Source: an optimization exercise on an open RTL-to-GDS flow (aim: small area). Production flows keep margins and buffers that such runs may drop.
The RTL was checked by simulation tests, not by an equivalence proof against the original design.
Power and IR drop assume default switching activity.

### design/flow/flow/run.sh
#!/bin/bash
# Own layout flow: the standard flow (the standard.sh, standard synthesis
# unchanged) with the smallest buffer on the ports and a clock tree built
# without dummy loads. Every tool's output goes to standard.log here, and ORFS
# keeps per-step logs under orfs/logs.
export BUFFER_PORTS_ARGS="-buffer_cell sky130_fd_sc_hd__buf_1"
export CTS_ARGS="-sink_clustering_enable -repair_clock_nets -dont_use_dummy_load -buf_list sky130_fd_sc_hd__clkbuf_4 -sink_clustering_size 10 -sink_clustering_max_diameter 30"
bash standard.sh > standard.log 2>&1
### design/flow/standard.sh
#!/bin/bash
# synth_recipe.tcl (not shown) runs the flow's synth.tcl, then flattens the netlist and writes it again
# the make line also repeats each setting of config.mk as NAME=value (left out here)
make -C /OpenROAD-flow-scripts/flow DESIGN_CONFIG=/design/flow/config.mk WORK_HOME=/design/flow/orfs CLKGATE_MAP_FILE= SYNTH_SCRIPT=/design/flow/synth_recipe.tcl "${@:-finish}"
### design/flow/config.mk
export PLATFORM = sky130hd
export DESIGN_NAME = multi_delimiter_record_splitter_top
export DESIGN_NICKNAME = multi_delimiter_record_splitter_top
export VERILOG_FILES = /design/flow/design.v
export SDC_FILE = /design/flow/constraint.sdc
export NUM_CORES = 4
export LEC_CHECK = 0
export CAP_MARGIN = 20
export CORE_MARGIN = 2
export CORE_UTILIZATION = 70
export SLEW_MARGIN = 20
export SYNTH_HIERARCHICAL = 1
export SYNTH_MINIMUM_KEEP_SIZE = 0
### design/flow/constraint.sdc
create_clock -name core_clock -period 20.0 [get_ports {clk}]
set_input_delay 4.0000 -clock core_clock [delete_from_list [all_inputs] [get_ports {clk}]]
set_output_delay 4.0000 -clock core_clock [all_outputs]
set_load 0.01 [all_outputs]
### design/flow/design.v
module multi_delimiter_record_splitter_top (
	input  logic        clk,
	input  logic        arst_n,
	input  logic        data_in_valid,
	output logic        data_in_ready,
	input  logic [7:0]  data_in_data_byte,
	input  logic        data_in_end_of_input,
	output logic        data_out_valid,
	input  logic        data_out_ready,
	output logic [7:0]  data_out_out_byte,
	output logic        data_out_is_data,
	output logic        data_out_matched,
	output logic [1:0]  data_out_separator_index,
	output logic        data_out_last,
	input  logic        cfg_valid,
	output logic        cfg_ready,
	input  logic [2:0]  cfg_index,
	input  logic [63:0] cfg_data
);
	logic [3:0][7:0][7:0] ring;     
	logic [3:0][2:0]      idx1;     
	logic [3:0]           dflt;     
	logic [3:0][3:0]      len;      
	logic                 cs;
	logic                 esc_en;
	logic [7:0]           esc_b;
	assign cfg_ready = 1'b1;
	logic [3:0]            we_k;
	logic [3:0]            we_n;
	logic [7:0][7:0]       wr_b;      
	logic [3:0][7:0][7:0]  ring_d;
	always_comb begin
		for (int k = 0; k < 4; k++) begin
			we_k[k] = cfg_valid && cfg_index == 3'(k);
			we_n[k] = !we_k[k];
		end
		for (int s = 0; s < 8; s++) wr_b[s] = s[0] ? cfg_data[8*s +: 8] : ~cfg_data[8*s +: 8];
	end
	for (genvar k = 0; k < 4; k++) begin : g_ring
		for (genvar s = 0; s < 8; s++) begin : g_slot
			for (genvar b = 0; b < 8; b++) begin : g_bit
				mdrs_ring_step u_step (
					.we   (we_k[k]),
					.we_n (we_n[k]),
					.d    (wr_b[s][b]),
					.q    (ring[k][(s + 1) % 8][b]),
					.y    (ring_d[k][s][b])
				);
			end
		end
	end
	always_ff @(posedge clk) ring <= ring_d;
	always_ff @(posedge clk or negedge arst_n) begin
		if (!arst_n) begin
			idx1   <= {4{3'd1}};
			dflt   <= 4'hF;
			len    <= 16'h0021;
			cs     <= 1'b1;
			esc_en <= 1'b0;
			esc_b  <= 8'h5C;
		end else begin
			for (int k = 0; k < 4; k++) begin
				if (cfg_valid && cfg_index == 3'(k)) begin
					idx1[k] <= 3'd1;
					dflt[k] <= 1'b0;
				end else begin
					idx1[k] <= {idx1[k][2] ^ (idx1[k][1] & idx1[k][0]), idx1[k][1] ^ idx1[k][0], ~idx1[k][0]};
				end
			end
			if (cfg_valid) begin
				case (cfg_index)
					3'd4: len    <= cfg_data[15:0];
					3'd5: cs     <= cfg_data[0];
					3'd6: esc_en <= cfg_data[0];
					3'd7: esc_b  <= cfg_data[7:0];
					default: ;
				endcase
			end
		end
	end
	localparam logic [1:0] S_IDLE = 2'd0, S_PASS = 2'd1, S_INS = 2'd2, S_EMIT = 2'd3;
	logic [1:0]      st;
	logic [3:0]      fill;
	logic [2:0]      h;         
	logic            zq;        
	logic            esc_q;
	logic [3:0]      carry;
	logic [3:0]      hit;
	logic [3:0][7:0] pm;        
	logic [7:0][7:0] win;       
	logic            o_valid;
	logic            o_term;
	logic [7:0]      o_byte;
	logic [7:0] c;
	logic       ci;
	logic       proc;
	logic [3:0] nd;
	logic [3:0] nhit;
	assign c  = data_in_data_byte;
	assign ci = !cs && c[7:6] == 2'b01 && c[4:0] != 5'd0 && c[4:0] <= 5'd26;
	logic c00, c0a, c0d;
	assign c00 = (c == 8'h00);
	assign c0a = (c == 8'h0A);
	assign c0d = (c == 8'h0D);
	assign proc = (st == S_PASS);
	always_comb begin
		for (int k = 0; k < 4; k++) begin
			logic [7:0] x;
			logic       eq;
			logic       pred;
			logic       en;
			x = c ^ ring[k][0];
			eq = (x[7:6] == 2'b00) && (x[4:0] == 5'd0) && (!x[5] || ci);
			if (dflt[k]) begin
				case (k)
					0: eq = (idx1[k] == 3'd1) ? c0a : c00;
					1: eq = (idx1[k] == 3'd1) ? c0d : (idx1[k] == 3'd2) ? c0a : c00;
					default: eq = c00;
				endcase
			end
			en = len[k][3] ? (len[k][2:0] == 3'd0) : (len[k][2:0] != 3'd0);
			pred = (idx1[k] == 3'd1) || (carry[k] && !zq);
			nd[k] = pred && eq;
			nhit[k] = proc && en && (idx1[k] == len[k][2:0]) && nd[k];
		end
	end
	always_ff @(posedge clk) begin
		for (int k = 0; k < 4; k++) begin
			for (int s = 0; s < 7; s++) pm[k][s] <= pm[k][s+1];
			pm[k][7] <= proc ? nd[k] : pm[k][0];
			carry[k] <= pm[k][0];
		end
	end
	logic [3:0] keep;
	logic [1:0] kb;
	logic [2:0] fill1;
	assign fill1 = fill[2:0] + 3'd1;
	always_comb begin
		for (int k = 0; k < 4; k++) keep[k] = hit[k] && !fill[3] && (len[k][2:0] == fill1);
	end
	assign kb = hit[0] ? 2'd0 : hit[1] ? 2'd1 : hit[2] ? 2'd2 : hit[3] ? 2'd3 : 2'd0;
	logic is_esc;
	logic o_free;
	logic aligned;      
	logic ins_ok;
	logic take;
	logic ins;
	logic pop;
	logic term;
	assign is_esc  = esc_en && (c == esc_b);
	assign o_free  = !o_valid || data_out_ready;
	assign aligned = (h + fill[2:0]) == 3'd0;
	assign ins_ok  = (fill == 4'd0) || (h == 3'd0);
	always_comb begin
		take = 1'b0;
		ins  = 1'b0;
		pop  = 1'b0;
		term = 1'b0;
		case (st)
			S_IDLE: take = data_in_valid && !o_valid && (data_in_end_of_input || (!esc_q && is_esc));
			S_PASS: take = (h == 3'd7) && ((hit | nhit) != 4'd0);
			S_INS: begin
				ins  = ins_ok;
				take = ins_ok;
			end
			default: begin
				if (fill != 4'd0 && keep == 4'd0) pop = o_free && aligned;
				else term = o_free;
			end
		endcase
	end
	assign data_in_ready = take;
	always_ff @(posedge clk) begin
		for (int s = 1; s < 8; s++) win[s] <= win[s-1];
		win[0] <= ins ? c : win[7];
	end
	always_ff @(posedge clk or negedge arst_n) begin
		if (!arst_n) begin
			st    <= S_IDLE;
			fill  <= '0;
			h     <= '0;
			zq    <= 1'b1;
			esc_q <= 1'b0;
			o_valid <= 1'b0;
		end else begin
			h   <= ins ? 3'd0 : {h[2] ^ (h[1] & h[0]), h[1] ^ h[0], ~h[0]};
			if (o_free) o_valid <= 1'b0;
			case (st)
				S_IDLE: begin
					if (data_in_valid && !o_valid) begin
						if (data_in_end_of_input) begin
							st    <= S_EMIT;
							zq    <= 1'b1;
						end else if (esc_q) begin
							st <= S_INS;
						end else if (is_esc) begin
							esc_q <= 1'b1;
						end else if (h == 3'd7) begin
							st <= S_PASS;
						end
					end
				end
				S_PASS: begin
					if (h == 3'd7) begin
						if ((hit | nhit) != 4'd0) begin
							st   <= S_EMIT;
							zq   <= 1'b1;
						end else begin
							st <= S_INS;
						end
					end
				end
				S_INS: begin
					if (ins_ok) begin
						st    <= S_IDLE;
						zq    <= esc_q;
						esc_q <= 1'b0;
						if (fill == 4'd8) begin
							o_valid <= 1'b1;
						end else begin
							fill <= fill + 4'd1;
						end
					end
				end
				default: begin
					if (pop) begin
						fill    <= fill - 4'd1;
						o_valid <= 1'b1;
					end else if (term) begin
						fill    <= 4'd0;
						o_valid <= 1'b1;
						esc_q   <= 1'b0;
						st      <= S_IDLE;
					end
				end
			endcase
		end
	end
	always_ff @(posedge clk) begin
		if (st == S_PASS) hit <= hit | nhit;
		else if (st == S_IDLE && data_in_valid && !o_valid) hit <= '0;
		else if (term) hit <= keep;
	end
	always_ff @(posedge clk) begin
		if (pop || (ins && fill == 4'd8)) o_byte <= win[7];
		else if (term) o_byte <= 8'h00;
		if (pop || ins) o_term <= 1'b0;
		else if (term) o_term <= 1'b1;
	end
	assign data_out_valid           = o_valid;
	assign data_out_out_byte        = o_byte;
	assign data_out_is_data         = !o_term;
	assign data_out_matched         = o_term && (hit != 4'd0);
	assign data_out_separator_index = o_term ? kb : 2'd0;
	assign data_out_last            = o_term || (st != S_EMIT);
endmodule
module mdrs_ring_step (
	input  logic       we,
	input  logic       we_n,
	input  logic d,
	input  logic q,
	output logic y
);
	assign y = ~((we_n | d) & (we | q));
endmodule
==> summary.md, run 1 <==
| Metric | Value |
|---|---|
| Post-synthesis cell area | 13300 um2 |
| Reg2reg start | fill[0] |
| Critical Path RT | 16000 ps |
| R2R depth | 7 |
| Delay-heaviest family, CP | simple AND/OR/NAND/NOR gates |
| IO buf count | 95 |
| Fin crit period | 10520 ps |
| Fmax achieved | 95.1 MHz |
| Met1 Usage GRT | 41.5% |
| CP Max Fanout | 13 |
| Fin crit share | 52.6% |
| Seq/Total Area, Yosys | 66.7% |
| Ys async rst share | 12.8% |
| Die span in x | 142 um |
| Crit path DAT | 6520 ps |
| DRC viols | 0 |
| CTS Buf Count | 59 |
| RSZ-0062 raised after global routing | false |
| Worst hold path type | register to register |
| Final non-filler cell total | 1482 |
| Top cell type by total area after synthesis | dfxtp_1 |
| P per Cell Area | 136 nW/um2 |
| Remaining Overflow, GRT | 0 |
| Gr usage total | 30.2% |
| LEAKAGE | 5.83 nW |
| Switching portion of total power | 28.8% |
| Crit-path cells | buf_1 > nor4_1 > nor2b_1 > nor2_1 > o311a_1 > a41oi_1 > and4b_1 > o211ai_1 > buf_1 |
| Warnings, synthesis | 7 |
| Util after Layout | 77.1% |
| Initial Util | 71.2% |
| Max rail drop VDD | 0.0000743 V |
| Die height | 142 um |
| Min-delay src | pm[7] |
| Worst Setup End Kind | output port |
| M3 GR Usage | 6.36% |
| Max Cap Viol | 0 |
| Drt total wl | 30100 um |
| Outcome | complete, no violations |
| End of the critical path | data_in_ready |
| Synth cell types | 63 |
| Post-route setup TNS | 0 ps |
| Core ar. | 18700 um2 |
| Worst-Margin Slew | 878 ps |
| Ys flop type | dfxtp_1 |
| WL per Instance | 20.3 um |
| Critical path depth | 9 |
| IO Count | 97 |
| CTS max path bufs | 3 |
| CP startpoint kind | input pin |
| Total number of vias | 9086 |
| Largest net degree at the start of global routing | 68 |
| Gpl congestion | 0.912 |
| Final Hold Vio Count | 0 |
| Critical path launch point | data_in_data_byte[1] |
| Clock skew | 87.0 ps |
| FP Rows | 50 |
| Die ar. | 20100 um2 |
| Vias in the first global route | 8880 |
| Share of cells above drive strength 1 | 10.3% |
| Combinational power share | 18.9% |
| Clock network power share | 19.4% |
| Antenna-violating nets left | 0 |
| Synth cell count leaders | 357 x dfxtp_1, 260 x o22ai_1, 52 x inv_1, 38 x dfrtp_1, 35 x nand2_1 |
| Gr busiest metal | met2 |
| Hold_ws | 270 ps |
| RR Endpoint | o_byte[0] |
| Setup-violating endpoint count in the final report | 0 |
| DRT iter0 DRCs | 672 |
| Slowest CP cell | nor4_1 |
| Yosys top cell area share | 53.7% |
| Crit path buf inv count | 2 |
| Initial antenna violation count | 3 |
| Met2 Use GR | 47.2% |
| Nets | 1344 |
| Via-to-Cell Ratio | 6.13 |
| Syn_nets | 1199 |
| Resized Gates After CTS | 0 |
| Internal power | 0.00140 W |
| Synth top area cells | dfxtp_1 54%, o22ai_1 12%, dfrtp_1 7.1% |
| CTS tree | done |
| Worst skew pair latency | 710 ps |
| Pre-Repair DR Iteration Count | 5 |
| Relative max-transition margin | 40.8% |
| Sequential Power Share | 61.7% |
| # clock sinks | 423 |
| Syn-to-layout area delta | 8.24% |
| Placed cells | 1420 |
| Kind of critical path | input pin to output port |
| CTS clock-pin slew for the worst setup and hold paths | 90 ps |
| Switch Pwr | 0.000566 W |
| Root buf cell | clkbuf_4 |
| Number of flops mapped to enable cells by yosys | 12 |
| Yosys reg bits | 423 |
| Most common cell in the netlist | dfxtp_1 |
| Slack of the worst reg-to-reg path | 16690 ps |
| H-tree levels | 2 |
| Slew Viols, Final | 0 |
| CP peak stage delay | 540 ps |
| Post-Synthesis Cells | 1102 |
| Hold buffers post-CTS | 0 |
| Mean Syn Cell Area | 12.1 um2 |
| Post-DP HPWL | 19600 um |
| Worst path most repeated cell | buf_1 |
| First-pass GRT wire length | 47400 um |
| Setup Fix Bufs, Post-CTS | 0 |
## per-module statistics from Yosys (local to each module, per instance)
module,times used,cells,cell area [um2],flops+latches
mdrs_ring_step,256,1,6.26,0
multi_delimiter_record_splitter_top,1,846,11700,423
## through the flow
stage / area [um2] / power, W / worst slack (ps)
finish: 14400 / 0.00196 / 9480
global route: 14400 / 0.00207 / 9410
CTS: 14400 / 0.00197 / 9570
detailed placement: 14000 / 0.00159 / 9580
global placement: 14000 / 0.00157 / 9660
floorplan: 13300 / 0.00146 / 10180
## logic make-up after synthesis
kind of cell / after synthesis / synth area share, %
adders and majority gates: 16 / 1.56
other: 1 / 0.0282
muxes: 25 / 2.10
buffers and inverters: 73 / 2.16
AOI/OAI and AO/OA: 337 / 16.2
DFF: 423 / 66.7
xor gates and xnor gates: 70 / 5.02
and+or+nand+nor: 157 / 6.28
## layer usage
| layer | wire length [um] | up-vias |
|---|---|---|
| met3 | 1830 | 70 |
| li1 | - | 4334 |
| met2 | 13800 | 308 |
| met5 | 40 | - |
| met4 | 975 | 2 |
| met1 | 13500 | 4372 |
## layout make-up
| class | count | area (um2) |
|---|---|---|
| flip-flops and latches | 423 | 8880 |
| multi-input cells | 606 | 4170 |
| diodes | 3 | 7.51 |
| repair buffers | 105 | 433 |
| fillers | 1238 | 4290 |
| clock buffers | 59 | 443 |
| inverters | 52 | 195 |
| well taps | 234 | 293 |
## sequential cells by signal, indices dropped and copies added, names as in the netlist
register  count
ring        256
win          64
pm           32
len          16
idx1         12
esc_b         8
o_byte        8
carry         4
dflt          4
fill          4
hit           4
h             3
st            2
cs            1
esc_en        1
esc_q         1
o_term        1
o_valid       1
zq            1
## power by group through the flow
stage                     combinational (W)  clock, W  sequential (W)
after floorplan                    0.000292         0         0.00117
after global placement             0.000352         0         0.00122
after detailed placement           0.000367         0         0.00122
after CTS                          0.000370  0.000389         0.00121
after global routing               0.000413  0.000424         0.00123
final                              0.000371  0.000380         0.00121
## worst min path at each step
stage	endpoint	slack, ps	depth (start not counted)
after floorplan	pm[0]	310	0
after global placement	win[20]	310	0
after detailed placement	pm[4]	310	0
after CTS	pm[6]	270	0
after global routing	pm[6]	290	0
final	pm[6]	270	0
## cell usage in the layout (no fill, tap or decap), drive strengths merged, types with 3 or more instances in the layout
| cell | count |
|---|---|
| clkbuf | 60 |
| inv | 52 |
| nand2 | 36 |
| o22ai | 260 |
| nor4 | 9 |
| xnor3 | 4 |
| or3 | 4 |
| xnor2 | 32 |
| ha | 15 |
| dfstp | 16 |
| mux2 | 24 |
| nand3 | 5 |
| o211ai | 6 |
| dfxtp | 357 |
| edfxtp | 12 |
| nor3 | 8 |
| xor2 | 34 |
| a31oi | 3 |
| nor2b | 10 |
| nand4 | 8 |
| a21oi | 11 |
| buf | 104 |
| o31ai | 3 |
| and2 | 14 |
| nand2b | 17 |
| nor4b | 3 |
| dfrtp | 38 |
| o21ai | 27 |
| nor2 | 34 |
| diode | 3 |
==> run 2, diff against run 1 <==
--- a/design/flow/flow/run.sh
+++ b/design/flow/flow/run.sh
@@ -6,3 +6,3 @@
 export BUFFER_PORTS_ARGS="-buffer_cell sky130_fd_sc_hd__buf_1"
-export CTS_ARGS="-sink_clustering_enable -repair_clock_nets -dont_use_dummy_load -buf_list sky130_fd_sc_hd__clkbuf_4 -sink_clustering_size 10 -sink_clustering_max_diameter 30"
+export CTS_ARGS="-sink_clustering_enable -repair_clock_nets -dont_use_dummy_load -buf_list sky130_fd_sc_hd__clkbuf_4 -sink_clustering_size 12 -sink_clustering_max_diameter 40"
 bash standard.sh > standard.log 2>&1
==> run 2 against run 1 <==
Area after synthesis unchanged. Critical path depth unchanged. Via count decreased by 0.54%. First-iteration DRC count decreased by 13%. Fmax increased by 0.23%. Die area unchanged. Cell count decreased by 1.0%. Worst setup slack improved by 24 ps. Global-route usage decreased by 0.31 points. Synthesized cell count unchanged. Wire length decreased by 1.3%. Critical path type unchanged. Critical endpoint unchanged. Largest power group unchanged. Highest routed layer unchanged.
==> summary.md, run 2 <==
| Metric | Value |
|---|---|
| Outcome | complete, no violations |
| Slew Viols, Final | 0 (unchanged) |
| Kind of critical path | input pin to output port |
| Ys async rst share | 12.8% (unchanged) |
| CTS Buf Count | 44 (-25%) |
| Worst hold path type | register to register |
| Max rail drop VDD | 0.0000855 V (+15%) |
| Placed cells | 1420 (unchanged) |
| Fin crit period | 10490 ps (-24.5 ps) |
| Nets | 1329 (-1.1%) |
| Initial antenna violation count | 4 (+1) |
| CP Max Fanout | 13 (unchanged) |
| Critical Path RT | 16000 ps (about the same) |
| DRT iter0 DRCs | 586 (-13%) |
| Core ar. | 18700 um2 (unchanged) |
| Worst Setup Slack post-DPL | 9580 ps (unchanged) |
| Largest net degree at the start of global routing | 68 (unchanged) |
| Pwr Total | 0.00192 W (-2.3%) |
| CTS clock-pin slew for the worst setup and hold paths | 110 ps (+20 ps) |
| Worst-Margin Slew | 896 ps (+18.0 ps) |
| Drt total wl | 29700 um (-1.3%) |
| Worst Setup End Kind | output port |
| Resized Gates After CTS | 0 (unchanged) |
| Worst skew pair latency | 680 ps (-30 ps) |
| Setup-violating endpoint count in the final report | 0 (unchanged) |
| Most frequent cells in the layout | 357 x dfxtp_1, 260 x o22ai_1, 94 x buf_1 |
| Yosys top cell area share | 53.7% (unchanged) |
| Delay-heaviest family, CP | simple AND/OR/NAND/NOR gates |
| Synth cell count leaders | 357 x dfxtp_1, 260 x o22ai_1, 52 x inv_1, 38 x dfrtp_1, 35 x nand2_1 |
| Crit path buf inv count | 2 (unchanged) |
| Clock skew | 129 ps (+41.7 ps) |
| Total number of vias | 9037 (-0.54%) |
| Remaining Overflow, GRT | 0 (unchanged) |
| CTS tree | done |
| Relative max-transition margin | 39.6% (-1.2 points) |
| FP Rows | 50 (unchanged) |
| Post-DP HPWL | 19600 um (unchanged) |
| Root buf cell | clkbuf_4 |
| IO Count | 97 (unchanged) |
| Fin crit share | 52.5% (-0.12 points) |
| Synth cell types | 63 (unchanged) |
| Crit-path cells | buf_1 > nor4_1 > nor2b_1 > nor2_1 > o311a_1 > a41oi_1 > and4b_1 > o211ai_1 > buf_1 |
| Antenna-violating nets left | 0 (unchanged) |
| Layout fillers | 1242 (+0.32%) |
| CTS max path bufs | 3 (unchanged) |
| DRC viols | 0 (unchanged) |
| Setup WS post-layout | 9510 ps (+24.5 ps) |
| Post-synthesis cell area | 13300 um2 (unchanged) |
| Share of cells above drive strength 1 | 9.19% (-1.1 points) |
| Largest Register | ring |
| Yosys reg bits | 423 (unchanged) |
| P per Cell Area | 134 nW/um2 (-1.5%) |
| CP startpoint kind | input pin |
| Leading cell type in the layout, fill and taps excluded | dfxtp_1 |
| Max reg flops | 256 (unchanged) |
| Post-route setup TNS | 0 ps (unchanged) |
| Worst path most repeated cell | buf_1 |
| Synth top area cells | dfxtp_1 54%, o22ai_1 12%, dfrtp_1 7.1% |
| Initial Util | 71.2% (unchanged) |
| Pre-Repair DR Iteration Count | 7 (+2) |
| Warnings, synthesis | 7 (unchanged) |
| Hold buffers post-CTS | 0 (unchanged) |
| Fmax achieved | 95.3 MHz (+0.23%) |
| Setup Fix Bufs, Post-CTS | 0 (unchanged) |
| Final non-filler cell total | 1467 (-1.0%) |
| Syn-to-layout area delta | 7.39% |
| Hold_ws | 287 ps (+17.0 ps) |
| WL per Instance | 20.3 um (-0.26%) |
| Flip-flop and latch area | 8880 um2 (unchanged) |
| Mean Syn Cell Area | 12.1 um2 (unchanged) |
| Seq/Total Area, Yosys | 66.7% (unchanged) |
| RSZ-0062 raised after global routing | false |
| Multi-input logic area | 4170 um2 (unchanged) |
| Ys flop type | dfxtp_1 |
| Syn_nets | 1199 (unchanged) |
| Top Registers | ring: 256 flops, win: 64 flops, pm: 32 flops |
| Die height | 142 um (unchanged) |
| Number of flops mapped to enable cells by yosys | 12 (unchanged) |
| Die ar. | 20100 um2 (unchanged) |
| Slowest CP cell | nor4_1 |
| Max Cap Viol | 0 (unchanged) |
| CP peak stage delay | 530 ps (about the same) |
| Via-to-Cell Ratio | 6.16 (+0.48%) |
| Die span in x | 142 um (unchanged) |
| # clock sinks | 423 (unchanged) |
| Crit path DAT | 6490 ps (-30 ps) |
| Post-Synthesis Cells | 1102 (unchanged) |
| Top cell type by total area after synthesis | dfxtp_1 |
| LEAKAGE | 5.76 nW (-1.2%) |
| Final Hold Vio Count | 0 (unchanged) |
| First-pass GRT wire length | 47000 um (-0.87%) |
| H-tree levels | 2 (unchanged) |
| IO buf count | 95 (unchanged) |
| Gpl congestion | 0.912 (unchanged) |
| Most common cell in the netlist | dfxtp_1 |
| Gr usage total | 29.9% (-0.31 points) |
| Vias in the first global route | 8708 (-1.9%) |
run 2: cell counts after synthesis:
Identical to the previous run, type by type.
run 2: per-module statistics from Yosys, one instance, submodules excluded:
module | flip-flops and latches | area, um2 | cells | times used
mdrs_ring_step | 0 | 6.26 | 1 | 256
multi_delimiter_record_splitter_top | 423 | 11700 | 846 | 1
run 2: worst paths after layout:
check / startpoint / endpoint / slack (ps) / depth (start not counted)
setup reg to reg: fill[0] / o_byte[3] / 16680 / 7
hold reg to reg: pm[10] / pm[9] / 290 / 0
min in group asynchronous: arst_n / len[12] / 3470 / 2
hold / removal: pm[10] / pm[9] / 290 / 0
max in group asynchronous: arst_n / idx1[7] / 15980 / 2
setup / recovery: data_in_data_byte[1] / data_in_ready / 9510 / 9
run 2: report_power, final:
group / switching (W) / total, W / internal [W]
Combinational: 0.000192 / 0.000370 / 0.000178
Clock: 0.000236 / 0.000338 / 0.000102
Sequential: 0.000126 / 0.00121 / 0.00108
Total: 0.000554 / 0.00192 / 0.00136
run 2: cell type report:
| cell class | instances | share of cell area [%] |
|---|---|---|
| Antenna cell | 3 | 0.0525 |
| Clock buffer | 44 | 2.31 |
| Inverter | 52 | 1.36 |
| Multi-Input combinational cell | 606 | 29.1 |
| Sequential cell | 423 | 62.1 |
| Tap cell | 234 | 2.05 |
| Timing Repair Buffer | 105 | 3.03 |
run 2: logic make-up (layout without fill, tap and decap cells):
kind of cell | after synthesis | count (layout) | share of synthesized area (%)
compound gates | 337 | 337 | 16.2
xor+xnor | 70 | 70 | 5.02
fa+ha+maj | 16 | 16 | 1.56
buf+inv | 73 | 201 | 2.16
flops | 423 | 423 | 66.7
mux | 25 | 25 | 2.10
other cells | 1 | 4 | 0.0282
simple gates | 157 | 157 | 6.28
run 2: routing by layer:
layer	part of all wire [%]	track usage, %	up-vias	routed length (um)
li1	-	-	4312	-
met1	44	41.8	4358	13100
met2	46	47.3	299	13800
met3	6.7	6.19	66	1980
met4	3.0	10.1	2	890
met5	0.044	0	-	13
run 2: metrics by stage:
| step | util, % | instance area (um2) |
|---|---|---|
| 5_1_grt | 76.5 | 14300 |
| 4_1_cts | 76.4 | 14300 |
| 6_report | 76.5 | 14300 |
| 2_1_floorplan | - | 13300 |
| 3_5_place_dp | 74.7 | 14000 |
| 3_3_place_gp | 74.7 | 14000 |
==> run 3, diff against run 2 <==
==> design/flow/flow/run.sh (replaced) <==
#!/bin/bash
# Own layout flow:
#  1. the standard synthesis, unchanged (standard.sh synth);
#  2. an area-oriented re-mapping of its combinational cells with Yosys/ABC
#     (flow/resyn.ys.in, flow/resyn.abc); every register instance is kept
#     with its name and cell type;
#  3. the standard ORFS layout steps (standard.sh), with the smallest buffer
#     on the ports and a clock tree built without dummy loads.
# Each tool's full output goes to its own log file in this folder.
set -euo pipefail
export BUFFER_PORTS_ARGS="-buffer_cell sky130_fd_sc_hd__buf_1"
export CTS_ARGS="-sink_clustering_enable -repair_clock_nets -dont_use_dummy_load -buf_list sky130_fd_sc_hd__clkbuf_4 -sink_clustering_size 10 -sink_clustering_max_diameter 30"

bash standard.sh synth > synth.log 2>&1

R=orfs/results/${FLOW_PLATFORM}/multi_delimiter_record_splitter_top/base
L=orfs/logs/${FLOW_PLATFORM}/multi_delimiter_record_splitter_top/base
LIB=${FLOW_HOME}/platforms/${FLOW_PLATFORM}/lib/sky130_fd_sc_hd__tt_025C_1v80.lib
DU=$(grep -o -- "-dont_use sky130_fd_sc_hd__[A-Za-z0-9_]*" "$L/1_2_yosys.log" | sort -u | tr '\n' ' ')
YS=${YOSYS_EXE:-$(command -v yosys || echo "${FLOW_HOME}/../tools/install/yosys/bin/yosys")}

cp "$R/1_2_yosys.v" "$R/1_2_yosys_std.v"
sed -e "s#@LIB@#${LIB}#g" -e "s#@DU@#${DU}#" -e "s#@IN@#${R}/1_2_yosys_std.v#" \
    -e "s#@OUT@#${R}/1_2_yosys.v#" -e "s#@TOP@#${FLOW_TOP}#" -e "s#@ABC@#flow/resyn.abc#" \
    flow/resyn.ys.in > resyn.ys
"$YS" -l resyn.log -s resyn.ys > /dev/null 2>&1
rm -f "$R/1_synth.odb" "$R/1_synth.sdc"

bash standard.sh > standard.log 2>&1
==> design/flow/flow/resyn.abc (new file) <==
strash
dc2
dch -f
amap
topo
stime -c
==> design/flow/flow/resyn.ys.in (new file) <==
# Area-oriented re-mapping of the combinational cells of the standard
# synthesis netlist. Register cells, the ring-step o22ai cells and tie cells
# stay as they are (blackboxes); every other cell is read as its liberty
# function and mapped again by ABC.
read_liberty -ignore_miss_func @LIB@
blackbox sky130_fd_sc_hd__df* sky130_fd_sc_hd__edf* sky130_fd_sc_hd__o22ai_1 sky130_fd_sc_hd__conb_1
read_verilog @IN@
hierarchy -top @TOP@
flatten
techmap
opt -fast
abc -liberty @LIB@ @DU@ -script @ABC@ -D 20000
opt_clean -purge
hilomap -singleton -hicell sky130_fd_sc_hd__conb_1 HI -locell sky130_fd_sc_hd__conb_1 LO
opt_clean -purge
stat -liberty @LIB@
write_verilog -noattr -nohex -nodec @OUT@
--- a/design/flow/config.mk
+++ b/design/flow/config.mk
@@ -7,6 +7,6 @@
 export LEC_CHECK = 0
-export CAP_MARGIN = 20
+export CAP_MARGIN = 5
 export CORE_MARGIN = 2
 export CORE_UTILIZATION = 70
-export SLEW_MARGIN = 20
+export SLEW_MARGIN = 5
 export SYNTH_HIERARCHICAL = 1
==> run 3 against run 2 <==
Still clean on timing, DRC and antenna. Count of clock-buffer cells in the layout increased by 12. Power up 2.9%. Sequential share of layout area grew 1.3 points. Sequential cell count did not move. Cell area shrank 2.1%. Critical endpoint unchanged.
==> summary.md, run 3 <==
| Metric | Value |
|---|---|
| End of the critical path | data_in_ready |
| Clock skew | 61.0 ps (-67.7 ps) |
| RR Endpoint | fill[3] |
| Setup Fix Bufs, Post-CTS | 0 (unchanged) |
| LEAKAGE | 5.27 nW (-8.6%) |
| Post-synthesis cell area | 12800 um2 (-3.6%) |
| Largest net degree at the start of global routing | 69 (+1.5%) |
| Clock network power share | 18.8% (+1.2 points) |
| Initial antenna violation count | 1 (-3) |
| Top Registers | ring: 256 flops, win: 64 flops, pm: 32 flops |
| Multi-input logic area | 3500 um2 (-16%) |
| Final Hold Vio Count | 0 (unchanged) |
| Kind of critical path | input pin to output port |
| Total number of vias | 9851 (+9.0%) |
| FP Rows | 49 (-2.0%) |
| Gpl congestion | 0.919 (+0.71%) |
| R2R depth | 13 (+6) |
| Pre-Repair DR Iteration Count | 5 (-2) |
| CP peak stage delay | 470 ps (-60 ps) |
| CP Max Fanout | 12 (-1) |
| Hold buffers post-CTS | 0 (unchanged) |
| Worst hold path type | register to register |
| CTS clock-pin slew for the worst setup and hold paths | 100 ps (about the same) |
| Post-DP HPWL | 20200 um (+3.1%) |
| CP startpoint kind | input pin |
| Mean Syn Cell Area | 11.1 um2 (-7.8%) |
| Post-route setup TNS | 0 ps (unchanged) |
| Drt total wl | 31000 um (+4.5%) |
| Crit path DAT | 7590 ps (+1100 ps) |
| P per Cell Area | 141 nW/um2 (+5.1%) |
| Largest Register | ring |
| Gr usage total | 31.7% (+1.8 points) |
| RSZ-0062 raised after global routing | false |
| Setup-violating endpoint count in the final report | 0 (unchanged) |
| Placed cells | 1486 (+4.6%) |
| Worst-Margin Slew | 1220 ps (+324 ps) |
| Slew Viols, Final | 0 (unchanged) |
| Switching portion of total power | 29.8% (+0.92 points) |
| Syn-to-layout area delta | 9.11% |
| Max Cap Viol | 0 (unchanged) |
| CTS tree | done |
| Reg2reg start | fill[0] |
| Flip-flop and latch area | 8880 um2 (unchanged) |
| Warnings, synthesis | 7 (unchanged) |
| Layout fillers | 1200 (-3.4%) |
| IO buf count | 95 (unchanged) |
| Initial Util | 71.4% (+0.25 points) |
| Syn_nets | 1233 (+2.8%) |
| Share of cells above drive strength 1 | 7.01% (-2.2 points) |
| Switch Pwr | 0.000589 W (+6.2%) |
| Outcome | complete, no violations |
| Slack of the worst reg-to-reg path | 16010 ps (-670 ps) |
| CTS Buf Count | 56 (+27%) |
| Nets | 1396 (+5.0%) |
| H-tree levels | 2 (unchanged) |
| Antenna-violating nets left | 0 (unchanged) |
| Fmax achieved | 86.3 MHz (-9.4%) |
| Post-Synthesis Cells | 1152 (+4.5%) |
| Final non-filler cell total | 1544 (+5.2%) |
| Slowest CP cell | a211oi_1 |
| Most frequent cells in the layout | 357 x dfxtp_1, 301 x o22ai_1, 125 x clkinv_1 |
| Remaining Overflow, GRT | 0 (unchanged) |
| # clock sinks | 423 (unchanged) |
| Worst Setup End Kind | output port |
| Critical path launch point | data_in_data_byte[1] |
| Die span in x | 139 um (-1.8%) |
| Worst skew pair latency | 680 ps (about the same) |
| Internal power | 0.00138 W (+1.6%) |
| Root buf cell | clkbuf_4 |
| Critical Path RT | 16000 ps (about the same) |
| Vias in the first global route | 9243 (+6.1%) |
| DRC viols | 0 (unchanged) |
| Relative max-transition margin | 18.0% (-22 points) |
| Via-to-Cell Ratio | 6.38 (+3.6%) |
| Resized Gates After CTS | 0 (unchanged) |
| Combinational power share | 18.5% (-0.8 points) |
| DRT iter0 DRCs | 785 (+34%) |
| Fin crit period | 11590 ps (+1090 ps) |
| Leading cell type in the layout, fill and taps excluded | dfxtp_1 |
| Sequential Power Share | 62.7% (-0.4 points) |
| IO Count | 97 (unchanged) |
| Die height | 139 um (-1.8%) |
| Max reg flops | 256 (unchanged) |
| Max rail drop VDD | 0.000107 V (+26%) |
| Crit-path cells | buf_1 > clkinv_1 > nand2_1 > nor2_1 > a211oi_1 > nor2_1 > a2111oi_0 > a21oi_1 > or4_1 > o41ai_1 > nor4_1 > o211ai_1 > buf_1 |
| CTS max path bufs | 3 (unchanged) |
| Core ar. | 18000 um2 (-4.0%) |
| Die ar. | 19400 um2 (-3.5%) |
| WL per Instance | 20.1 um (-0.74%) |
| First-pass GRT wire length | 49000 um (+4.4%) |
| Fin crit share | 57.9% (+5.5 points) |
run 3: changes by cell type in the layout (fill, tap and decap cells not counted), sizes merged, moves of 15 or more:
cell and delta:
o22ai +41, nand2b -16, xnor2 -32, clkinv +125, xor2 -34, inv -48
mux2 -24, nor2 +59, ha -15
run 3: through the flow:
stage	worst slack (ps)	util [%]	area [um2]	total power, W	hold WS (ps)
2_1_floorplan	9160	-	12800	0.00146	310
3_3_place_gp	8710	75.6	13600	0.00159	309
3_5_place_dp	8610	75.6	13600	0.00161	312
4_1_cts	8580	77.9	14000	0.00197	303
5_1_grt	7960	78.0	14000	0.00208	310
6_report	8410	78.0	14000	0.00197	300
run 3: critical path: cells and delay by family:
kind	cells	cell delay, ps
AND/OR/NAND/NOR	5	1050
AO/OA/AOI/OAI	5	1720
buffers and inverters	3	810
run 3: area by class of cell:
class | instances | share of cell area, %
Sequential cell | 423 | 63.4
Inverter | 129 | 3.46
Timing Repair Buffer | 105 | 3.09
Multi-Input combinational cell | 600 | 25.0
Tap cell | 229 | 2.05
Antenna cell | 2 | 0.0357
Clock buffer | 56 | 3.00
run 3: layer usage:
metal | part of all wire (%) | GRT usage, % | wire length (um) | up-vias
met3 | 7.0 | 5.68 | 2190 | 68
li1 | - | - | - | 4633
met1 | 42 | 44.1 | 13100 | 4720
met5 | 0 | 0 | 0 | -
met4 | 3.1 | 11.2 | 969 | 0
met2 | 48 | 50.6 | 14800 | 430
run 3: how the worst min path moves through the flow:
| stage | startpoint | end | cells after the start |
|---|---|---|---|
| 5_1_grt | pm[5] | pm[4] | 0 |
| 2_1_floorplan | pm[1] | pm[0] | 0 |
| 6_report | win[35] | win[43] | 0 |
| 3_5_place_dp | win[9] | win[17] | 0 |
| 4_1_cts | win[35] | win[43] | 0 |
| 3_3_place_gp | win[29] | win[37] | 0 |
run 3: power groups by stage:
stage	logic, W	clock network, W	registers [W]
floorplan	0.000250	0	0.00121
global placement	0.000345	0	0.00124
detailed placement	0.000357	0	0.00125
CTS	0.000359	0.000378	0.00124
global route	0.000404	0.000412	0.00126
finish	0.000366	0.000370	0.00124
==> run 4, diff against run 3 <==
--- a/design/flow/config.mk
+++ b/design/flow/config.mk
@@ -7,6 +7,6 @@
 export LEC_CHECK = 0
-export CAP_MARGIN = 5
+export CAP_MARGIN = 20
 export CORE_MARGIN = 2
 export CORE_UTILIZATION = 70
-export SLEW_MARGIN = 5
+export SLEW_MARGIN = 20
 export SYNTH_HIERARCHICAL = 1
==> run 4 against run 3 <==
Cell area is essentially flat. Register-to-register slack about the same. Critical path depth unchanged. Wire length increased by 0.57%. Largest cell class unchanged.
==> summary.md, run 4 <==
| Metric | Value |
|---|---|
| Outcome | complete, no violations |
| Post-route setup TNS | 0 ps (unchanged) |
| Via-to-Cell Ratio | 6.47 (+1.5%) |
| IO Count | 97 (unchanged) |
| Leading cell type in the layout, fill and taps excluded | dfxtp_1 |
| Gr usage total | 32.1% (+0.45 points) |
| Die span in x | 139 um (unchanged) |
| Largest Register | ring |
| DRC viols | 0 (unchanged) |
| Syn_nets | 1233 (unchanged) |
| Fmax achieved | 87.3 MHz (+1.1%) |
| Fin crit share | 57.3% (-0.66 points) |
| Post-synthesis cell area | 12800 um2 (unchanged) |
| Clock skew | 62.3 ps (+1.24 ps) |
| CP Max Fanout | 12 (unchanged) |
| Largest net degree at the start of global routing | 69 (unchanged) |
| LEAKAGE | 5.27 nW (about the same) |
| Combinational power share | 18.6% (about the same) |
| Worst skew pair latency | 690 ps (about the same) |
| Nets | 1396 (unchanged) |
| Worst-Margin Slew | 896 ps (-324 ps) |
| Worst Setup End Kind | output port |
| CTS clock-pin slew for the worst setup and hold paths | 90 ps (about the same) |
| Hold buffers post-CTS | 0 (unchanged) |
| Pre-Repair DR Iteration Count | 5 (unchanged) |
| Post-Synthesis Cells | 1152 (unchanged) |
| Max rail drop VDD | 0.000103 V (-4.1%) |
| WL per Instance | 20.2 um (+0.57%) |
| Vias in the first global route | 9472 (+2.5%) |
| Post-DP HPWL | 20200 um (about the same) |
| Relative max-transition margin | 40.0% (+22 points) |
| Kind of critical path | input pin to output port |
| First-pass GRT wire length | 49600 um (+1.2%) |
| Initial antenna violation count | 1 (unchanged) |
| Setup Fix Bufs, Post-CTS | 0 (unchanged) |
| CP startpoint kind | input pin |
| Total number of vias | 9996 (+1.5%) |
| Most frequent cells in the layout | 357 x dfxtp_1, 301 x o22ai_1, 125 x clkinv_1 |
| Max Cap Viol | 0 (unchanged) |
| Critical Path RT | 16000 ps (about the same) |
| Resized Gates After CTS | 0 (unchanged) |
| Initial Util | 71.4% (unchanged) |
| Crit path DAT | 7460 ps (-130 ps) |
| CTS max path bufs | 3 (unchanged) |
| Syn-to-layout area delta | 9.15% (about the same) |
| Share of cells above drive strength 1 | 7.08% (+0.076 points) |
| Remaining Overflow, GRT | 0 (unchanged) |
| Antenna-violating nets left | 0 (unchanged) |
| CTS tree | done |
| Final Hold Vio Count | 0 (unchanged) |
| Fin crit period | 11460 ps (-132 ps) |
| Worst hold path type | register to register |
| # clock sinks | 423 (unchanged) |
| Setup-violating endpoint count in the final report | 0 (unchanged) |
| Clock network power share | 18.8% (about the same) |
| H-tree levels | 2 (unchanged) |
| Cell Area, Placed | 13600 um2 (about the same) |
| Gpl congestion | 0.919 (unchanged) |
| Final instance area | 14000 um2 (about the same) |
| Die height | 139 um (unchanged) |
| Core ar. | 18000 um2 (unchanged) |
| P per Cell Area | 141 nW/um2 (about the same) |
| Max reg flops | 256 (unchanged) |
| Mean Syn Cell Area | 11.1 um2 (unchanged) |
| Sequential Power Share | 62.6% (about the same) |
| RSZ-0062 raised after global routing | false |
| CTS Buf Count | 56 (unchanged) |
| Drt total wl | 31200 um (+0.57%) |
| Die ar. | 19400 um2 (unchanged) |
| Slew Viols, Final | 0 (unchanged) |
| Warnings, synthesis | 7 (unchanged) |
| FP Rows | 49 (unchanged) |
| IO buf count | 95 (unchanged) |
| DRT iter0 DRCs | 800 (+1.9%) |
| Switch Pwr | 0.000591 W (+0.36%) |
| Internal power | 0.00138 W (about the same) |
| Switching portion of total power | 29.9% (+0.074 points) |
| Root buf cell | clkbuf_4 |
| Top Registers | ring: 256 flops, win: 64 flops, pm: 32 flops |
[run 4: worst paths after layout]
check / startpoint / end / slack, ps / cells after the start
setup / recovery: data_in_data_byte[1] / data_in_ready / 8540 / 13
hold / removal: pm[12] / pm[11] / 310 / 0
setup reg to reg: fill[0] / o_byte[0] / 16000 / 12
hold reg to reg: pm[12] / pm[11] / 310 / 0
max in group asynchronous: arst_n / len[1] / 16020 / 2
min in group asynchronous: arst_n / idx1[1] / 3460 / 2
[run 4: final cells by class]
class	instances	area (um2)
repair buffers	105	433
diodes	2	5.00
inverters	129	484
flip-flops and latches	423	8880
fillers	1198	3950
well taps	229	287
clock buffers	56	420
multi-input cells	600	3500
[run 4: power by group through the flow]
stage          clock network [W]  registers (W)  logic, W
6_report                0.000371        0.00124  0.000367
3_5_place_dp                   0        0.00125  0.000357
5_1_grt                 0.000410        0.00126  0.000406
3_3_place_gp                   0        0.00124  0.000345
2_1_floorplan                  0        0.00121  0.000250
4_1_cts                 0.000379        0.00124  0.000359
[run 4: worst max-delay path, stage by stage]
cell and delay, ps:
buf_1 210, clkinv_1 410, nand2_1 210, nor2_1 90, a211oi_1 470, nor2_1 100, a2111oi_0 400, a21oi_1 150
or4_1 460, o41ai_1 390, nor4_1 180, o211ai_1 210, buf_1 170
[run 4: per-layer routing]
metal | vias up | share of wire [%] | global-route usage (%)
met4 | 0 | 3.6 | 13.1
met3 | 76 | 8.2 | 5.44
met2 | 490 | 47 | 51.7
met5 | - | 0 | 0
li1 | 4626 | - | -
met1 | 4804 | 41 | 43.9
[run 4: metrics by stage]
stage	util, %	power, W	std cells	hold WS [ps]	setup WS (ps)
2_1_floorplan	-	0.00146	1152	310	9160
3_3_place_gp	75.6	0.00159	1486	309	8710
3_5_place_dp	75.6	0.00161	1486	312	8600
4_1_cts	78.0	0.00198	1542	297	8570
5_1_grt	78.0	0.00208	1544	299	8020
6_report	78.0	0.00197	1544	309	8540
==> run 5, diff against run 4 <==
==> design/flow/flow/resyn.abc (replaced) <==
strash
&get -n
&deepsyn -T 60 -S 7
&put
dch -f
amap
topo
stime -c
--- a/design/flow/config.mk
+++ b/design/flow/config.mk
@@ -9,3 +9,3 @@
 export CORE_MARGIN = 2
-export CORE_UTILIZATION = 70
+export CORE_UTILIZATION = 76
 export SLEW_MARGIN = 20
==> run 5 against run 4 <==
Still clean on timing, DRC and antenna. Utilization up 6.2 points. Area after synthesis down 0.87%. Sequential share of layout area up 0.65 points. Largest power group unchanged. Highest routed layer unchanged.
==> summary.md, run 5 <==
| Metric | Value |
|---|---|
| Root buf cell | clkbuf_4 |
| CTS tree | done |
| Share of cells above drive strength 1 | 6.99% (-0.095 points) |
| Fin crit period | 10990 ps (-462 ps) |
| Nets | 1371 (-1.8%) |
| Min-delay src | win[9] |
| CP startpoint kind | input pin |
| Die height | 133 um (-4.3%) |
| P per Cell Area | 143 nW/um2 (+1.3%) |
| Max Cap Viol | 0 (unchanged) |
| Setup-violating endpoint count in the final report | 0 (unchanged) |
| Drt total wl | 33100 um (+5.9%) |
| Vias in the first global route | 9877 (+4.3%) |
| First-pass GRT wire length | 52300 um (+5.5%) |
| Most frequent cells in the layout | 357 x dfxtp_1, 290 x o22ai_1, 108 x clkinv_1 |
| FP Rows | 47 (-4.1%) |
| Slew Viols, Final | 0 (unchanged) |
| CTS Buf Count | 53 (-5.4%) |
| Internal power | 0.00137 W (-0.73%) |
| Clock network power share | 18.7% (about the same) |
| Critical path launch point | data_in_data_byte[2] |
| Die span in x | 133 um (-4.3%) |
| CP Max Fanout | 14 (+2) |
| Warnings, synthesis | 7 (unchanged) |
| WL per Instance | 21.9 um (+8.4%) |
| Remaining Overflow, GRT | 0 (unchanged) |
| Relative max-transition margin | 34.8% (-5.1 points) |
| Top Registers | ring: 256 flops, win: 64 flops, pm: 32 flops |
| Gpl congestion | 0.939 (+2.2%) |
| CTS clock-pin slew for the worst setup and hold paths | 100 ps (about the same) |
| Clock skew | 67.2 ps (+4.97 ps) |
| Worst Setup End Kind | output port |
| Largest net degree at the start of global routing | 69 (unchanged) |
| Total number of vias | 10.1k (+0.82%) |
| CTS max path bufs | 3 (unchanged) |
| Syn-to-layout area delta | 9.00% |
| Initial antenna violation count | 1 (unchanged) |
| Critical Path RT | 16000 ps (about the same) |
| Pre-Repair DR Iteration Count | 6 (+1) |
| IO buf count | 95 (unchanged) |
| Die ar. | 17800 um2 (-8.4%) |
| Reg2reg start | fill[0] |
| Crit path DAT | 6990 ps (-470 ps) |
| Placed cells | 1455 (-2.1%) |
| Post-Synthesis Cells | 1128 (-2.1%) |
| Sequential Power Share | 62.5% (about the same) |
| Leading cell type in the layout, fill and taps excluded | dfxtp_1 |
| Layout fillers | 895 (-25%) |
| IO Count | 97 (unchanged) |
| Antenna-violating nets left | 0 (unchanged) |
| Switching portion of total power | 30.6% (+0.69 points) |
| Post-route setup TNS | 0 ps (unchanged) |
| H-tree levels | 2 (unchanged) |
| Switch Pwr | 0.000606 W (+2.6%) |
| DRT iter0 DRCs | 1111 (+39%) |
| Hold_ws | 298 ps (-11.4 ps) |
| Combinational power share | 18.7% (about the same) |
| Max rail drop VDD | 0.000101 V (-1.6%) |
| Hold buffers post-CTS | 0 (unchanged) |
| Fin crit share | 55.0% (-2.3 points) |
| Via-to-Cell Ratio | 6.68 (+3.2%) |
| Core ar. | 16500 um2 (-8.3%) |
| Max reg flops | 256 (unchanged) |
| Setup Fix Bufs, Post-CTS | 0 (unchanged) |
| LEAKAGE | 5.23 nW (-0.82%) |
| Largest Register | ring |
| Syn_nets | 1209 (-1.9%) |
| Worst hold path type | register to register |
| Worst Setup Slack post-DPL | 9050 ps (+455 ps) |
| Worst-Margin Slew | 978 ps (+81.7 ps) |
| Initial Util | 77.3% (+5.8 points) |
| Final Hold Vio Count | 0 (unchanged) |
| Outcome | complete, no violations |
| Resized Gates After CTS | 0 (unchanged) |
| # clock sinks | 423 (unchanged) |
| RSZ-0062 raised after global routing | false |
| Fmax achieved | 91.0 MHz (+4.2%) |
| Mean Syn Cell Area | 11.3 um2 (+1.2%) |
| Post-synthesis cell area | 12700 um2 (-0.87%) |
| DRC viols | 0 (unchanged) |
| Gr usage total | 37.7% (+5.5 points) |
| Worst skew pair latency | 710 ps (+20 ps) |
| Final non-filler cell total | 1509 (-2.3%) |
| Post-DP HPWL | 20900 um (+3.5%) |
| Setup WS post-layout | 9010 ps (+462 ps) |
| Kind of critical path | input pin to output port |
run 5: changes by cell type in the layout (fill, tap and decap cells not counted), moves of 4 or more:
cell | before | now
a211oi_1 | 9 | 13
a21oi_1 | 19 | 36
a31oi_1 | 11 | 5
clkinv_1 | 125 | 108
nand2_1 | 38 | 29
nor3_1 | 12 | 19
nor4_1 | 8 | 4
o21ai_0 | 36 | 24
o221ai_1 | 4 | 9
o22ai_1 | 301 | 290
o41ai_1 | 4 | 0
run 5: worst max-delay path, cell delays in order:
cell and delay [ps]:
buf_1 90, clkinv_1 400, nand2_1 320, nor3_1 110
a211oi_1 340, or2_0 220, nor2_1 60, o32a_1 350
or3_1 320, o21ai_0 250, nor3_1 140, o221ai_1 210
buf_1 180
run 5: area by class of cell:
type,count,area [um2],area share [%]
Sequential cell,423,8880,64.0
Multi-Input combinational cell,593,3440,24.8
Timing Repair Buffer,107,448,3.23
Inverter,112,422,3.04
Clock buffer,53,398,2.87
Tap cell,220,275,1.98
Antenna cell,1,2.50,0.0180
run 5: routing by layer:
layer  vias to the layer above  global-route usage [%]  share of wire [%]
met2                       649                    62.5                 48
met5                         -                       0                  0
li1                       4545                       -                  -
met1                      4764                    49.3                 39
met3                       120                    6.93                9.0
met4                         0                    15.8                4.1
run 5: power groups by stage:
stage	combinational [W]	sequential (W)	clock [W]
after global placement	0.000331	0.00124	0
after global routing	0.000402	0.00126	0.000405
after detailed placement	0.000353	0.00125	0
after CTS	0.000360	0.00124	0.000372
final	0.000371	0.00124	0.000371
after floorplan	0.000246	0.00121	0
run 5: worst paths after layout:
kind                       cells past startpoint             to  slack [ps]
setup / recovery                              13  data_in_ready        9010
hold / removal                                 0        win[17]         300
min in group asynchronous                      2        o_valid        3430
max in group asynchronous                      2        idx1[5]       16030
setup reg to reg                              16        fill[3]       16070
hold reg to reg                                0        win[17]         300
run 5: metrics by stage:
stage               util (%)  power (W)  cell area (um2)
floorplan                  -    0.00145            12700
global placement        81.8    0.00157            13500
detailed placement      81.8    0.00160            13500
CTS                     84.2    0.00197            13900
global route            84.2    0.00207            13900
finish                  84.2    0.00198            13900
==> run 6, diff against run 5 <==
--- a/design/flow/flow/run.sh
+++ b/design/flow/flow/run.sh
@@ -11,3 +11,3 @@
 export BUFFER_PORTS_ARGS="-buffer_cell sky130_fd_sc_hd__buf_1"
-export CTS_ARGS="-sink_clustering_enable -repair_clock_nets -dont_use_dummy_load -buf_list sky130_fd_sc_hd__clkbuf_4 -sink_clustering_size 10 -sink_clustering_max_diameter 30"
+export CTS_ARGS="-sink_clustering_enable -repair_clock_nets -dont_use_dummy_load -buf_list sky130_fd_sc_hd__clkbuf_4 -sink_clustering_size 12 -sink_clustering_max_diameter 30"
 
==> design/flow/flow/resyn.abc (replaced) <==
strash
dc2
dch -f
amap
topo
stime -c
--- a/design/flow/config.mk
+++ b/design/flow/config.mk
@@ -9,3 +9,3 @@
 export CORE_MARGIN = 2
-export CORE_UTILIZATION = 76
+export CORE_UTILIZATION = 70
 export SLEW_MARGIN = 20
==> run 6 against run 5 <==
First-iteration DRC count is 31% lower. Utilization is 6.4 points lower. Global-route usage fell by 6.0 points. Area after synthesis grew 0.88%. Worst setup slack got worse by 530 ps. Sequential cell count did not move. Synthesized cell count rose by 2.1%. Sequential share of layout area fell by 0.50 points. Cell area is 0.79% higher. Via count is 1.9% lower. Die area up 9.2%. Non-clock buffer count fell by 2.
==> summary.md, run 6 <==
| Metric | Value |
|---|---|
| LEAKAGE | 5.25 nW (+0.47%) |
| WL per Instance | 20.0 um (-8.9%) |
| Outcome | complete, no violations |
| CTS max path bufs | 3 (unchanged) |
| Core ar. | 18000 um2 (+9.1%) |
| Crit path DAT | 7520 ps (+530 ps) |
| Worst Setup End Kind | output port |
| Pre-Repair DR Iteration Count | 7 (+1) |
| Switching portion of total power | 29.8% (-0.80 points) |
| Post-DP HPWL | 20200 um (-3.4%) |
| CTS tree | done |
| Fin crit period | 11520 ps (+526 ps) |
| Relative max-transition margin | 42.4% (+7.5 points) |
| CTS Buf Count | 52 (-1.9%) |
| Most frequent cells in the layout | 357 x dfxtp_1, 301 x o22ai_1, 125 x clkinv_1 |
| Syn-to-layout area delta | 8.90% (about the same) |
| Setup-violating endpoint count in the final report | 0 (unchanged) |
| Largest Register | ring |
| Remaining Overflow, GRT | 0 (unchanged) |
| Warnings, synthesis | 7 (unchanged) |
| # clock sinks | 423 (unchanged) |
| IO buf count | 95 (unchanged) |
| CP startpoint kind | input pin |
| Syn_nets | 1233 (+2.0%) |
| Die height | 139 um (+4.5%) |
| Max Cap Viol | 0 (unchanged) |
| Switch Pwr | 0.000584 W (-3.7%) |
| Share of cells above drive strength 1 | 6.80% (-0.19 points) |
| Worst hold path type | register to register |
| FP Rows | 49 (+4.3%) |
| Via-to-Cell Ratio | 6.42 (-3.8%) |
| Vias in the first global route | 9335 (-5.5%) |
| Setup WS post-layout | 8480 ps (-526 ps) |
| Sequential Power Share | 63.1% (+0.6 points) |
| Pwr Total | 0.00196 W (-1.1%) |
| Die span in x | 139 um (+4.5%) |
| Worst-Margin Slew | 843 ps (-135 ps) |
| Hold_ws | 320 ps (+21.7 ps) |
| Worst skew pair latency | 700 ps (about the same) |
| Post-Synthesis Cells | 1152 (+2.1%) |
| Max rail drop VDD | 0.000114 V (+13%) |
| Drt total wl | 30700 um (-7.1%) |
| Hold buffers post-CTS | 0 (unchanged) |
| Gpl congestion | 0.919 (-2.2%) |
| Leading cell type in the layout, fill and taps excluded | dfxtp_1 |
| Initial antenna violation count | 1 (unchanged) |
| Critical Path RT | 16000 ps (about the same) |
| Mean Syn Cell Area | 11.1 um2 (-1.2%) |
| First-pass GRT wire length | 48800 um (-6.7%) |
| Gr usage total | 31.6% (-6.0 points) |
| Clock network power share | 18.3% (-0.4 points) |
| Top Registers | ring: 256 flops, win: 64 flops, pm: 32 flops |
| IO Count | 97 (unchanged) |
| RSZ-0062 raised after global routing | false |
| Worst Setup Slack post-DPL | 8600 ps (-455 ps) |
| Post-route setup TNS | 0 ps (unchanged) |
| Cell Area, Placed | 13600 um2 (+0.87%) |
| Fin crit share | 57.6% (+2.6 points) |
| CTS clock-pin slew for the worst setup and hold paths | 100 ps (about the same) |
| Initial Util | 71.4% (-5.8 points) |
| Root buf cell | clkbuf_4 |
| Max reg flops | 256 (unchanged) |
| Total number of vias | 9884 (-1.9%) |
| DRC viols | 0 (unchanged) |
| P per Cell Area | 140 nW/um2 (-1.8%) |
| CP Max Fanout | 12 (-2) |
| Nets | 1392 (+1.5%) |
| Largest net degree at the start of global routing | 69 (unchanged) |
| Final Hold Vio Count | 0 (unchanged) |
| Clock skew | 65.6 ps (-1.59 ps) |
| H-tree levels | 2 (unchanged) |
| Final instance area | 14000 um2 (+0.79%) |
| DRT iter0 DRCs | 763 (-31%) |
| Fmax achieved | 86.8 MHz (-4.6%) |
| Combinational power share | 18.6% (about the same) |
| Slew Viols, Final | 0 (unchanged) |
| Layout fillers | 1206 (+35%) |
| Post-synthesis cell area | 12800 um2 (+0.88%) |
| Kind of critical path | input pin to output port |
| Internal power | 0.00137 W (about the same) |
| Setup Fix Bufs, Post-CTS | 0 (unchanged) |
| Resized Gates After CTS | 0 (unchanged) |
| Antenna-violating nets left | 0 (unchanged) |
| Die ar. | 19400 um2 (+9.2%) |
-- run 6: worst paths after layout --
check                                     start             to  slack, ps  cells past startpoint
setup / recovery           data_in_data_byte[1]  data_in_ready       8480                     13
hold / removal                          win[49]        win[57]        320                      0
setup reg to reg                        fill[0]      o_byte[0]      16010                     12
hold reg to reg                         win[49]        win[57]        320                      0
max in group asynchronous                arst_n         len[3]      16000                      2
min in group asynchronous                arst_n        idx1[1]       3460                      2
-- run 6: power groups by stage --
stage,clock [W],combinational (W),sequential (W)
finish,0.000359,0.000364,0.00124
global placement,0,0.000345,0.00124
floorplan,0,0.000250,0.00121
detailed placement,0,0.000357,0.00125
CTS,0.000366,0.000358,0.00124
global route,0.000397,0.000405,0.00126
-- run 6: worst max-delay path: stages --
cell and delay, ps:
buf_1 210, clkinv_1 400, nand2_1 200, nor2_1 90
a211oi_1 500, nor2_1 110, a2111oi_0 440, a21oi_1 160
or4_1 460, o41ai_1 400, nor4_1 180, o211ai_1 210
buf_1 170
-- run 6: cell type report --
class / count / area [um2] / area share (%)
Sequential cell: 423 / 8880 / 63.5
Multi-Input combinational cell: 600 / 3500 / 25.1
Inverter: 129 / 484 / 3.46
Timing Repair Buffer: 105 / 433 / 3.10
Clock buffer: 52 / 390 / 2.79
Tap cell: 229 / 287 / 2.05
Antenna cell: 1 / 2.50 / 0.0179
-- run 6: layer usage --
metal | track usage, % | share of wire, % | vias up
met2 | 50.4 | 47 | 433
met1 | 43.2 | 42 | 4727
met4 | 13.4 | 4.0 | 0
met5 | 0 | 0 | -
met3 | 5.61 | 6.9 | 98
li1 | - | - | 4626
-- run 6: stage by stage --
step                      cells  utilization, %
after detailed placement   1486            75.6
after floorplan            1152               -
after global routing       1539            77.8
after CTS                  1538            77.8
final                      1539            77.8
after global placement     1486            75.6
==> run 7, diff against run 6 <==
==> design/flow/flow/resyn.abc (replaced) <==
strash
&get -n
&deepsyn -T 60 -S 7
&put
dch -f
amap
topo
stime -c
==> run 7 against run 6 <==
Cell count shrank 1.3%. Wire length is 3.2% lower. Utilization decreased by 0.27 points. Sequential share of layout area increased by 0.44 points. Critical path type unchanged. Global-route usage decreased by 0.80 points. Clock skew decreased by 9.7 ps. Highest routed layer unchanged. Largest cell class unchanged. Critical path depth unchanged. Still clean.
==> summary.md, run 7 <==
| Metric | Value |
|---|---|
| Final non-filler cell total | 1519 (-1.3%) |
| DRT iter0 DRCs | 817 (+7.1%) |
| Sequential Power Share | 63.2% (about the same) |
| Core ar. | 17900 um2 (-0.34%) |
| Post-Synthesis Cells | 1128 (-2.1%) |
| CTS Buf Count | 52 (unchanged) |
| Leading cell type in the layout, fill and taps excluded | dfxtp_1 |
| Max rail drop VDD | 0.000101 V (-12%) |
| Placed cells | 1465 (-1.4%) |
| Root buf cell | clkbuf_4 |
| Initial Util | 71.1% (-0.38 points) |
| Worst skew pair latency | 700 ps (about the same) |
| RSZ-0062 raised after global routing | false |
| Crit path DAT | 7020 ps (-500 ps) |
| Clock skew | 56.0 ps (-9.65 ps) |
| Switch Pwr | 0.000570 W (-2.4%) |
| Outcome | complete, no violations |
| DRC viols | 0 (unchanged) |
| Max Cap Viol | 0 (unchanged) |
| Setup-violating endpoint count in the final report | 0 (unchanged) |
| CP Max Fanout | 14 (+2) |
| Post-synthesis cell area | 12700 um2 (-0.87%) |
| Via-to-Cell Ratio | 6.28 (-2.2%) |
| Critical Path RT | 16000 ps (about the same) |
| Max reg flops | 256 (unchanged) |
| Fmax achieved | 90.7 MHz (+4.5%) |
| Top Registers | ring: 256 flops, win: 64 flops, pm: 32 flops |
| Worst Setup End Kind | output port |
| Worst hold path type | register to register |
| Util after Layout | 77.5% (-0.27 points) |
| Pre-Repair DR Iteration Count | 6 (-1) |
| Worst-Margin Slew | 813 ps (-29.4 ps) |
| Gpl congestion | 1.02 (+11%) |
| CTS max path bufs | 3 (unchanged) |
| Total number of vias | 9540 (-3.5%) |
| IO Count | 97 (unchanged) |
| Remaining Overflow, GRT | 0 (unchanged) |
| Relative max-transition margin | 45.8% (+3.4 points) |
| Internal power | 0.00137 W (-0.32%) |
| Resized Gates After CTS | 0 (unchanged) |
| Mean Syn Cell Area | 11.3 um2 (+1.2%) |
| Post-route setup TNS | 0 ps (unchanged) |
| Die span in x | 139 um (-0.42%) |
| Share of cells above drive strength 1 | 6.99% (+0.19 points) |
| Die ar. | 19300 um2 (-0.84%) |
| Slew Viols, Final | 0 (unchanged) |
| IO buf count | 95 (unchanged) |
| CTS clock-pin slew for the worst setup and hold paths | 110 ps (about the same) |
| WL per Instance | 19.6 um (-1.9%) |
| CTS tree | done |
| Kind of critical path | input pin to output port |
| Combinational power share | 18.1% (-0.5 points) |
| # clock sinks | 423 (unchanged) |
| Nets | 1371 (-1.5%) |
| H-tree levels | 2 (unchanged) |
| Fin crit share | 55.1% (-2.5 points) |
| Initial antenna violation count | 1 (unchanged) |
| Largest Register | ring |
| Warnings, synthesis | 7 (unchanged) |
| Pwr Total | 0.00194 W (-0.94%) |
| FP Rows | 49 (unchanged) |
| Syn-to-layout area delta | 9.10% |
| Gr usage total | 30.8% (-0.80 points) |
| P per Cell Area | 140 nW/um2 (-0.25%) |
| Setup Fix Bufs, Post-CTS | 0 (unchanged) |
| Fin crit period | 11020 ps (-497 ps) |
| Largest net degree at the start of global routing | 69 (unchanged) |
| Drt total wl | 29800 um (-3.2%) |
| Post-DP HPWL | 19500 um (-3.7%) |
| First-pass GRT wire length | 47500 um (-2.7%) |
| Final Hold Vio Count | 0 (unchanged) |
| Die height | 139 um (-0.42%) |
| LEAKAGE | 5.22 nW (-0.48%) |
| Setup WS post-layout | 8980 ps (+497 ps) |
| CP startpoint kind | input pin |
| Switching portion of total power | 29.4% (-0.44 points) |
| Antenna-violating nets left | 0 (unchanged) |
| Clock network power share | 18.7% (+0.4 points) |
| Vias in the first global route | 8927 (-4.4%) |
| Hold buffers post-CTS | 0 (unchanged) |
| Most frequent cells in the layout | 357 x dfxtp_1, 290 x o22ai_1, 108 x clkinv_1 |
| Syn_nets | 1209 (-1.9%) |
| Worst Setup Slack post-DPL | 9040 ps (+440 ps) |
-- run 7: worst paths after layout --
check                           slack, ps  depth (start not counted)                  from            end
worst max-delay path                 8980                         13  data_in_data_byte[2]  data_in_ready
worst min-delay path                  290                          0               win[19]        win[27]
worst max register to register      16200                         13               fill[0]      o_byte[6]
worst min register to register        290                          0               win[19]        win[27]
max in group asynchronous           16050                          2                arst_n        fill[0]
min in group asynchronous            3450                          2                arst_n       idx1[10]
-- run 7: area by class of cell --
| class | instances | area [um2] |
|---|---|---|
| flip-flops and latches | 423 | 8880 |
| fillers | 1209 | 4020 |
| multi-input cells | 593 | 3440 |
| repair buffers | 108 | 455 |
| inverters | 112 | 420 |
| clock buffers | 52 | 390 |
| well taps | 229 | 287 |
| diodes | 2 | 5.00 |
-- run 7: per-layer routing --
| metal | up-vias | part of all wire [%] | track usage (%) |
|---|---|---|---|
| met5 | - | 0 | 0 |
| met4 | 0 | 3.0 | 11.7 |
| met3 | 69 | 7.6 | 5.46 |
| met2 | 403 | 47 | 48.6 |
| met1 | 4516 | 42 | 43.3 |
| li1 | 4552 | - | - |
-- run 7: per-stage QoR --
stage | area [um2] | hold WS (ps)
floorplan | 12700 | 310
global placement | 13500 | 310
detailed placement | 13500 | 312
CTS | 13900 | 295
global route | 13900 | 285
finish | 13900 | 289
-- run 7: critical path: stages --
cell and delay, ps:
buf_1 80, clkinv_1 370, nand2_1 300, nor3_1 110
a211oi_1 380, or2_0 210, nor2_1 60, o32a_1 360
or3_1 330, o21ai_0 270, nor3_1 140, o221ai_1 220
buf_1 180
-- run 7: power groups by stage --
stage / registers [W] / clock network, W / logic, W
after global routing: 0.00125 / 0.000402 / 0.000392
after detailed placement: 0.00124 / 0 / 0.000345
after floorplan: 0.00121 / 0 / 0.000246
final: 0.00123 / 0.000363 / 0.000351
after global placement: 0.00124 / 0 / 0.000334
after CTS: 0.00123 / 0.000371 / 0.000347

## afterwards: timing with drivers on the ports
The flow's constraints put no driver on any port. The routed layouts listed below were extracted and timed again, unchanged, in two steps. Step 1: set_driving_cell puts a clkbuf_16 on clk and a buf_2 on each other input, an assumption about the parent block. Step 2 also shifts input and output timing later by t, the mid clock arrival at the registers, as if the neighbouring blocks saw the same clock. a / b / c = no drivers / after step 1 / after step 2; a / b = the first two.
run	shift t [ns]	setup slack, ns	hold WS [ns]
run 1	0.711	9.481 / 9.452 / 9.452	0.270 / 0.270 / 0.270
run 2	0.658	9.506 / 9.477 / 9.477	0.287 / 0.287 / 0.287
run 3	0.699	8.412 / 8.342 / 8.342	0.300 / 0.300 / 0.300
run 4	0.705	8.543 / 8.469 / 8.469	0.309 / 0.309 / 0.309
run 5	0.709	9.006 / 8.973 / 8.973	0.298 / 0.298 / 0.298
run 6	0.707	8.479 / 8.405 / 8.405	0.320 / 0.320 / 0.320
run 7	0.710	8.976 / 8.953 / 8.953	0.289 / 0.289 / 0.289
After both steps setup and hold are still met in every run listed.
